This design comes from an exercise in tuning for small area on the open sky130 flow, not from production work. Function was checked by simulation only, so behaviour that the tests miss may differ from the original.

==> 04-10: inputs <==
==> flow/design.v <==
`default_nettype none
package wavhp_pkg;
    localparam int unsigned OUT_TDATA_W = 216;
    localparam logic [1:0] KIND_HEADER = 2'd0;
    localparam logic [1:0] KIND_SAMPLE = 2'd1;
    localparam logic [1:0] KIND_ERROR  = 2'd2;
    localparam logic [5:0] POS_LAST_HDR = 6'd43;
    localparam logic [5:0] POS_DATA0    = 6'd44;
endpackage
`default_nettype wire
`default_nettype none
module wavhp_core (
    input  wire logic        i_clk,
    input  wire logic        i_rst_n,
    input  wire logic        s_axis_tvalid,
    output logic             s_axis_tready,
    input  wire logic [7:0]  s_axis_tdata,
    input  wire logic        s_axis_tuser,
    output logic             m_axis_tvalid,
    input  wire logic        m_axis_tready,
    output logic [215:0]     m_axis_tdata,
    output logic [1:0]       m_axis_tuser
);
    logic [5:0]  r_pos;      
    logic        r_ov;       
    logic        r_khdr;     
    logic        r_tog;      
    logic        r_c2;       
    logic [31:0] r_rs_n;     
    logic [31:0] r_rate;     
    logic [31:0] r_brate;    
    logic [15:0] r_align;    
    logic [5:0]  r_bits_n;   
    logic [31:0] r_left_n;   
    logic [5:0]  r_bits;
    logic [31:0] r_left;
    logic        clr;
    logic       take;
    logic [7:0] x;
    logic [5:0] p;           
    logic       in_hdr, in_data, left_nz;
    logic [2:0] err;
    logic [2:0] w;
    logic       smp_done;
    logic [3:0] lane_we;
    assign s_axis_tready = !r_ov || m_axis_tready;
    assign take          = s_axis_tvalid && s_axis_tready;
    assign x             = s_axis_tdata;
    assign p        = s_axis_tuser ? 6'd0 : r_pos;
    assign in_hdr   = s_axis_tuser || (r_pos <= wavhp_pkg::POS_LAST_HDR);
    assign in_data  = !s_axis_tuser && (r_pos[5:2] == 4'b1011);
    assign r_bits   = ~r_bits_n;
    assign r_left   = ~r_left_n;
    assign w        = r_bits[5:3];
    assign smp_done = ({1'b0, r_pos[1:0]} + 3'd1) == w;
    always_comb begin
        err = 3'd0;
        if (in_hdr) begin
            case (p)
                6'd0:  if (x != 8'h52) err = 3'd1;
                6'd1:  if (x != 8'h49) err = 3'd1;
                6'd2:  if (x != 8'h46) err = 3'd1;
                6'd3:  if (x != 8'h46) err = 3'd1;
                6'd21: if (!r_tog || x != 8'd0) err = 3'd2;
                6'd23: if (!(r_tog || r_c2) || x != 8'd0) err = 3'd3;
                6'd35: if (x != 8'd0 || w == 3'd0 || w > 3'd4) err = 3'd4;
                default: ;
            endcase
        end
    end
    always_comb begin
        lane_we = 4'd0;
        if (in_hdr && p[5:2] == 4'd1) lane_we[p[1:0]] = 1'b1;
        if (in_data && !z[32]) lane_we[r_pos[1:0]] = 1'b1;
    end
    logic [32:0] z;
    logic        dec, hdr_take;
    logic [7:0]  xg;
    logic [31:0] left_de;
    assign z[0] = 1'b1;
    for (genvar i = 0; i < 32; i++) begin : g_z
        assign z[i+1] = z[i] & r_left_n[i];
    end
    assign left_nz  = !z[32];
    assign hdr_take = take && in_hdr;
    assign dec      = take && in_data && left_nz;
    assign xg       = in_hdr ? (x & {8{r_pos[3]}}) : 8'hff;
    for (genvar i = 0; i < 32; i++) begin : g_left
        assign left_de[i] = (hdr_take && (p == 36 || p == 40 + i / 8)) || (dec && z[i]);
        always_ff @(posedge i_clk) begin
            if (left_de[i]) r_left_n[i] <= !(xg[i % 8] && r_left_n[i]);
        end
    end
    logic [5:0] pos_d;
    always_comb begin
        if (in_hdr && err != 3'd0) pos_d = {3'b110, err};
        else if (!in_hdr && smp_done) pos_d = wavhp_pkg::POS_DATA0;
        else if (s_axis_tuser) pos_d = 6'd1;
        else pos_d = r_pos + 6'd1;
    end
    always_ff @(posedge i_clk) begin
        if (!i_rst_n) begin
            r_pos[5:4] <= 2'b11;
        end else if (hdr_take || dec) begin
            r_pos <= pos_d;
        end
    end
    always_ff @(posedge i_clk) begin
        if (!i_rst_n) begin
            r_ov <= 1'b0;
        end else begin
            if (r_ov && m_axis_tready) r_ov <= 1'b0;
            if ((hdr_take && (err != 3'd0 || p == wavhp_pkg::POS_LAST_HDR)) || (dec && smp_done)) begin
                r_ov <= 1'b1;
            end
        end
    end
    always_ff @(posedge i_clk) begin
        if (hdr_take && (err != 3'd0 || p == wavhp_pkg::POS_LAST_HDR)) begin
            r_khdr <= (err == 3'd0);
        end else if (dec && smp_done) begin
            r_khdr <= 1'b0;
        end
    end
    always_ff @(posedge i_clk) begin
        if (hdr_take && (p == 6'd20 || p == 6'd22)) begin
            r_tog <= (x == 8'd1);
        end else if (hdr_take && p == wavhp_pkg::POS_LAST_HDR) begin
            r_tog <= 1'b0;
        end else if (dec && smp_done) begin
            r_tog <= !r_tog;
        end
    end
    always_ff @(posedge i_clk) begin
        if (take) begin
            for (int k = 0; k < 4; k++) begin
                if (lane_we[k]) r_rs_n[8*k +: 8] <= ~x;
            end
            if (in_hdr) begin
                case (p)
                    6'd22: r_c2 <= (x == 8'd2);
                    6'd34: r_bits_n <= ~{x[5:3] & {3{x[7:6] == 2'd0}}, x[2:0]};
                    default: ;
                endcase
            end
        end
    end
    assign clr = (take && err != 3'd0) || (r_ov && m_axis_tready);
    logic [7:0] xc;
    assign xc = x & {8{!clr}};
    always_ff @(posedge i_clk) begin
        for (int k = 0; k < 4; k++) begin
            if (clr || (take && in_hdr && p == 24 + k)) r_rate[8*k +: 8] <= xc;
            if (clr || (take && in_hdr && p == 28 + k)) r_brate[8*k +: 8] <= xc;
        end
        for (int k = 0; k < 2; k++) begin
            if (clr || (take && in_hdr && p == 32 + k)) r_align[8*k +: 8] <= xc;
        end
    end
    logic is_err, g_hdr, g_smp;
    logic [3:0] g_lane;
    assign is_err = r_pos[5] && r_pos[4];
    assign g_hdr  = r_khdr;               
    assign g_smp  = !is_err && !r_khdr;
    assign g_lane = {w == 3'd4, w >= 3'd3, w >= 3'd2, 1'b1} & {4{g_smp}};
    assign m_axis_tvalid = r_ov;
    assign m_axis_tuser  = {is_err, g_smp};
    assign m_axis_tdata  = {4'h0,
                            g_smp && r_c2 && !r_tog,
                            ~r_rs_n[31:24] & {8{g_lane[3]}}, ~r_rs_n[23:16] & {8{g_lane[2]}},
                            ~r_rs_n[15:8] & {8{g_lane[1]}}, ~r_rs_n[7:0] & {8{g_lane[0]}},
                            r_left & {32{g_hdr}},
                            {10'd0, r_bits & {6{g_hdr}}},
                            r_align,
                            r_brate,
                            r_rate,
                            {14'd0, r_c2 && g_hdr, !r_c2 && g_hdr},
                            ~r_rs_n & {32{g_hdr}},
                            r_pos[2:0] & {3{is_err}}};
endmodule
`default_nettype wire
`default_nettype none
module wav_header_parse_sample_unpack_unit (
    input  wire logic                   i_clk,
    input  wire logic                   i_rst_n,
    input  wire logic                   s_axis_tvalid,
    output logic                        s_axis_tready,
    input  wire logic [7:0]             s_axis_tdata,    
    input  wire logic [0:0]             s_axis_tuser,    
    output logic                        m_axis_tvalid,
    input  wire logic                   m_axis_tready,
    output logic [wavhp_pkg::OUT_TDATA_W-1:0] m_axis_tdata,
    output logic [1:0]                  m_axis_tuser     
);
    wavhp_core u_core (
        .i_clk         (i_clk),
        .i_rst_n       (i_rst_n),
        .s_axis_tvalid (s_axis_tvalid),
        .s_axis_tready (s_axis_tready),
        .s_axis_tdata  (s_axis_tdata),
        .s_axis_tuser  (s_axis_tuser[0]),
        .m_axis_tvalid (m_axis_tvalid),
        .m_axis_tready (m_axis_tready),
        .m_axis_tdata  (m_axis_tdata),
        .m_axis_tuser  (m_axis_tuser)
    );
endmodule
`default_nettype wire
==> flow/flow/run.sh <==
#!/bin/bash
# The standard layout (standard.sh, the standard flow's own ORFS run) with three changes:
#  - port buffers use sky130_fd_sc_hd__buf_1 (buffer_ports otherwise picks clkdlybuf4s50_1);
#    every input and output port still gets its buffer;
#  - Yosys's ABC step maps the logic for area only (flow/abc_area.script, run through ORFS's
#    ABC_AREA switch from a copy of ORFS's scripts folder) instead of the delay-driven script.
#    Flip-flops are mapped before ABC, so the registers are the standard synthesis's;
#  - SKIP_REPAIR_TIE_FANOUT: the outputs that are constant 0 share the one tie cell synthesis
#    made instead of getting a tie cell each (as in the standard flow, no buffer is put on a
#    tie-driven output).
set -euo pipefail
rm -rf scripts
cp -r "$FLOW_HOME/scripts" scripts
cp flow/abc_area.script scripts/abc_area.script
bash standard.sh "SCRIPTS_DIR=$PWD/scripts" ABC_AREA=1 SKIP_REPAIR_TIE_FANOUT=1 \
    "BUFFER_PORTS_ARGS=-buffer_cell sky130_fd_sc_hd__buf_1" finish > standard.log 2>&1
==> flow/flow/abc_area.script <==
strash
dc2
dch -f
map -a
topo
==> flow/standard.sh <==
#!/bin/bash
# synth_recipe.tcl (not shown) runs the flow's synth.tcl, then flattens the netlist and writes it again
# the make line also repeats each setting of config.mk as NAME=value (left out here)
make -C /OpenROAD-flow-scripts/flow DESIGN_CONFIG=/design/flow/config.mk WORK_HOME=/design/flow/orfs CLKGATE_MAP_FILE= SYNTH_SCRIPT=/design/flow/synth_recipe.tcl "${@:-finish}"
==> flow/config.mk <==
export PLATFORM = sky130hd
export DESIGN_NAME = wav_header_parse_sample_unpack_unit
export DESIGN_NICKNAME = wav_header_parse_sample_unpack_unit
export VERILOG_FILES = /design/flow/design.v
export SDC_FILE = /design/flow/constraint.sdc
export NUM_CORES = 4
export LEC_CHECK = 0
export CAP_MARGIN = 20
export CORE_MARGIN = 2
export CORE_UTILIZATION = 70
export CTS_BUF_LIST = sky130_fd_sc_hd__clkbuf_8
export PLACE_DENSITY = 0.85
export SLEW_MARGIN = 20
==> flow/constraint.sdc <==
create_clock -name core_clock -period 6.0 [get_ports {i_clk}]
set_input_delay 1.2000 -clock core_clock [delete_from_list [all_inputs] [get_ports {i_clk}]]
set_output_delay 1.2000 -clock core_clock [all_outputs]
set_load 0.01 [all_outputs]
==> 10-05 (differences from 04-10) <==
==> flow/design.v, changed modules only <==
module wavhp_core (
    input  wire logic        i_clk,
    input  wire logic        i_rst_n,
    input  wire logic        s_axis_tvalid,
    output logic             s_axis_tready,
    input  wire logic [7:0]  s_axis_tdata,
    input  wire logic        s_axis_tuser,
    output logic             m_axis_tvalid,
    input  wire logic        m_axis_tready,
    output logic [215:0]     m_axis_tdata,
    output logic [1:0]       m_axis_tuser
);
    logic [5:0]  r_pos;      
    logic        r_ov;       
    logic        r_khdr;     
    logic        r_tog;      
    logic        r_c1;       
    logic        r_c2;       
    logic [31:0] r_rs_n;     
    logic [31:0] r_rate;     
    logic [31:0] r_brate;    
    logic [15:0] r_align;    
    logic [5:0]  r_bits_n;   
    logic [31:0] r_left_n;   
    logic [5:0]  r_bits;
    logic [31:0] r_left;
    logic        clr;
    logic       take;
    logic [7:0] x;
    logic [5:0] p;           
    logic       in_hdr, in_data, left_nz;
    logic [2:0] err;
    logic [2:0] w;
    logic       smp_done;
    logic [3:0] lane_we;
    assign s_axis_tready = !r_ov || m_axis_tready;
    assign take          = s_axis_tvalid && s_axis_tready;
    assign x             = s_axis_tdata;
    assign p        = s_axis_tuser ? 6'd0 : r_pos;
    assign in_hdr   = s_axis_tuser || (r_pos <= wavhp_pkg::POS_LAST_HDR);
    assign in_data  = !s_axis_tuser && (r_pos[5:2] == 4'b1011);
    assign r_bits   = ~r_bits_n;
    assign r_left   = ~r_left_n;
    assign w        = r_bits[5:3];
    assign smp_done = ({1'b0, r_pos[1:0]} + 3'd1) == w;
    always_comb begin
        err = 3'd0;
        if (in_hdr) begin
            case (p)
                6'd0:  if (x != 8'h52) err = 3'd1;
                6'd1:  if (x != 8'h49) err = 3'd1;
                6'd2:  if (x != 8'h46) err = 3'd1;
                6'd3:  if (x != 8'h46) err = 3'd1;
                6'd21: if (!r_c1 || x != 8'd0) err = 3'd2;
                6'd23: if (!(r_c1 || r_c2) || x != 8'd0) err = 3'd3;
                6'd35: if (x != 8'd0 || w == 3'd0 || w > 3'd4) err = 3'd4;
                default: ;
            endcase
        end
    end
    always_comb begin
        lane_we = 4'd0;
        if (in_hdr && p[5:2] == 4'd1) lane_we[p[1:0]] = 1'b1;
        if (in_data && !z[32]) lane_we[r_pos[1:0]] = 1'b1;
    end
    logic [32:0] z;
    logic        dec, hdr_take;
    logic [31:0] left_de, left_d;
    assign z[0] = 1'b1;
    for (genvar i = 0; i < 32; i++) begin : g_z
        assign z[i+1] = z[i] & r_left_n[i];
    end
    assign left_nz  = !z[32];
    assign hdr_take = take && in_hdr;
    assign dec      = take && in_data && left_nz;
    for (genvar i = 0; i < 32; i++) begin : g_left
        assign left_de[i] = (hdr_take && p == 6'(40 + i / 8)) || (dec && z[i]);
        assign left_d[i]  = in_hdr ? !x[i % 8] : !r_left_n[i];
        always_ff @(posedge i_clk) begin
            if (left_de[i]) r_left_n[i] <= left_d[i];
        end
    end
    logic [5:0] pos_d;
    always_comb begin
        if (in_hdr && err != 3'd0) pos_d = {3'b110, err};
        else if (!in_hdr && smp_done) pos_d = wavhp_pkg::POS_DATA0;
        else if (s_axis_tuser) pos_d = 6'd1;
        else pos_d = r_pos + 6'd1;
    end
    always_ff @(posedge i_clk) begin
        if (!i_rst_n) begin
            r_pos[5:4] <= 2'b11;
        end else if (hdr_take || dec) begin
            r_pos <= pos_d;
        end
    end
    always_ff @(posedge i_clk) begin
        if (!i_rst_n) begin
            r_ov <= 1'b0;
        end else begin
            if (r_ov && m_axis_tready) r_ov <= 1'b0;
            if ((hdr_take && (err != 3'd0 || p == wavhp_pkg::POS_LAST_HDR)) || (dec && smp_done)) begin
                r_ov <= 1'b1;
            end
        end
    end
    always_ff @(posedge i_clk) begin
        if (hdr_take && (err != 3'd0 || p == wavhp_pkg::POS_LAST_HDR)) begin
            r_khdr <= (err == 3'd0);
        end else if (dec && smp_done) begin
            r_khdr <= 1'b0;
        end
    end
    always_ff @(posedge i_clk) begin
        if (hdr_take && p == wavhp_pkg::POS_LAST_HDR) begin
            r_tog <= 1'b0;
        end else if (dec && smp_done) begin
            r_tog <= !r_tog;
        end
    end
    always_ff @(posedge i_clk) begin
        if (take) begin
            for (int k = 0; k < 4; k++) begin
                if (lane_we[k]) r_rs_n[8*k +: 8] <= ~x;
            end
            if (in_hdr) begin
                case (p)
                    6'd20: r_c1 <= (x == 8'd1);
                    6'd22: begin
                        r_c1 <= (x == 8'd1);
                        r_c2 <= (x == 8'd2);
                    end
                    6'd34: r_bits_n <= ~{x[5:3] & {3{x[7:6] == 2'd0}}, x[2:0]};
                    default: ;
                endcase
            end
        end
    end
    assign clr = (take && err != 3'd0) || (r_ov && m_axis_tready);
    logic [7:0] xc;
    assign xc = x & {8{!clr}};
    always_ff @(posedge i_clk) begin
        for (int k = 0; k < 4; k++) begin
            if (clr || (take && in_hdr && p == 6'(24 + k))) r_rate[8*k +: 8] <= xc;
            if (clr || (take && in_hdr && p == 6'(28 + k))) r_brate[8*k +: 8] <= xc;
        end
        for (int k = 0; k < 2; k++) begin
            if (clr || (take && in_hdr && p == 6'(32 + k))) r_align[8*k +: 8] <= xc;
        end
    end
    logic is_err, g_hdr, g_smp;
    logic [3:0] g_lane;
    assign is_err = r_pos[5] && r_pos[4];
    assign g_hdr  = !is_err && r_khdr;
    assign g_smp  = !is_err && !r_khdr;
    assign g_lane = {w == 3'd4, w >= 3'd3, w >= 3'd2, 1'b1} & {4{g_smp}};
    assign m_axis_tvalid = r_ov;
    assign m_axis_tuser  = {is_err, g_smp};
    assign m_axis_tdata  = {4'h0,
                            g_smp && r_c2 && !r_tog,
                            ~r_rs_n[31:24] & {8{g_lane[3]}}, ~r_rs_n[23:16] & {8{g_lane[2]}},
                            ~r_rs_n[15:8] & {8{g_lane[1]}}, ~r_rs_n[7:0] & {8{g_lane[0]}},
                            r_left & {32{g_hdr}},
                            {10'd0, r_bits & {6{g_hdr}}},
                            r_align,
                            r_brate,
                            r_rate,
                            {14'd0, r_c2 && g_hdr, r_c1 && g_hdr},
                            ~r_rs_n & {32{g_hdr}},
                            r_pos[2:0] & {3{is_err}}};
endmodule
==> flow/flow/run.sh (replaced) <==
#!/bin/bash
# The standard layout, with sky130_fd_sc_hd__buf_1 as the port buffer cell (buffer_ports
# otherwise picks clkdlybuf4s50_1). Every port still gets its buffer.
set -euo pipefail
bash standard.sh "BUFFER_PORTS_ARGS=-buffer_cell sky130_fd_sc_hd__buf_1" finish > standard.log 2>&1
removed: flow/flow/abc_area.script
==> flow_summary.toml <==
[worst_setup_path]
crit_top_cell = "nor2_1"
rr_endpoint = "u_core.r_rs_n[11]"

[detailed_routing]
dr.first_iter.drc_count = 705
drt-pass1-iter-count = 9

[placed_design]
gp_congestion = 1.07

[timing]
worst_pin_slew_ns = 0.980

[floorplan]
initial_core_util_pct = 71.0

[final_layout]
multiInputGateArea_sq_mm = 0.00161
sh_seq_area_pct = 59.8
most-common-layout-cells = "204 x buf_1, 157 x edfxtp_1, 155 x nor2_1, 80 x nand2_1, 53 x clkinv_1"

[run_status]
outcome = "complete, no violations"

[power_and_ir_drop]
clk-power_uw = 797
combPwrFrac_pct = 8.7
total_power_mw = 2.29

[global_route]
grt_pass1_vias = 5121

[synthesis]
synth-seq-cells = 160
the above is filed under 04-10

==> flow_summary.toml <==
[placed_design]
gp_congestion = 0.958

[power_and_ir_drop]
combPwrFrac_pct = 8.5
clk-power_uw = 799
total_power_mw = 2.30

[final_layout]
most-common-layout-cells = "204 x buf_1, 157 x edfxtp_1, 136 x nor2_1, 52 x nand2_1, 37 x a21oi_1"
multiInputGateArea_sq_mm = 0.00208

[worst_setup_path]
rr_startpoint = "u_core.r_pos[0]"
rr_endpoint = "u_core.r_brate[1]"

[detailed_routing]
dr.first_iter.drc_count = 852
drt-pass1-iter-count = 6

[timing]
worst_pin_slew_ns = 0.970

[synthesis]
synth-seq-cells = 161

[floorplan]
initial_core_util_pct = 72.7

[run_status]
outcome = "complete, no violations"
the above is filed under 10-05

==> port drivers added, routing unchanged <==
Ports are ideal in the flow. The routed layouts listed here were re-timed in OpenROAD. Step 1 assumes that a clkbuf_16 drives the clock port and a buf_2 every other input. Step 2 adds t to the input delays and takes it off the output delays; t is the mean of the earliest and latest rising clock arrival at the registers after step 1. Input paths then give back, and output paths get back, about the clock's delay inside the block. Slacks: ideal ports / drivers / drivers and shift; pairs: ideal ports / drivers.
| run | t, ns | setup WS [ns] | worst slew at a driven data input, ns |
|---|---|---|---|
| 04-10 | 0.484 | 1.114 / 1.114 / 0.837 | 0.06 |
| 10-05 | 0.485 | 2.061 / 2.035 / 1.550 | 0.05 |
After both steps setup and hold are still met in every run listed. For 10-05, which loses most, drivers alone change the setup slack by -0.026 ns; drivers and shift together by -0.511 ns.
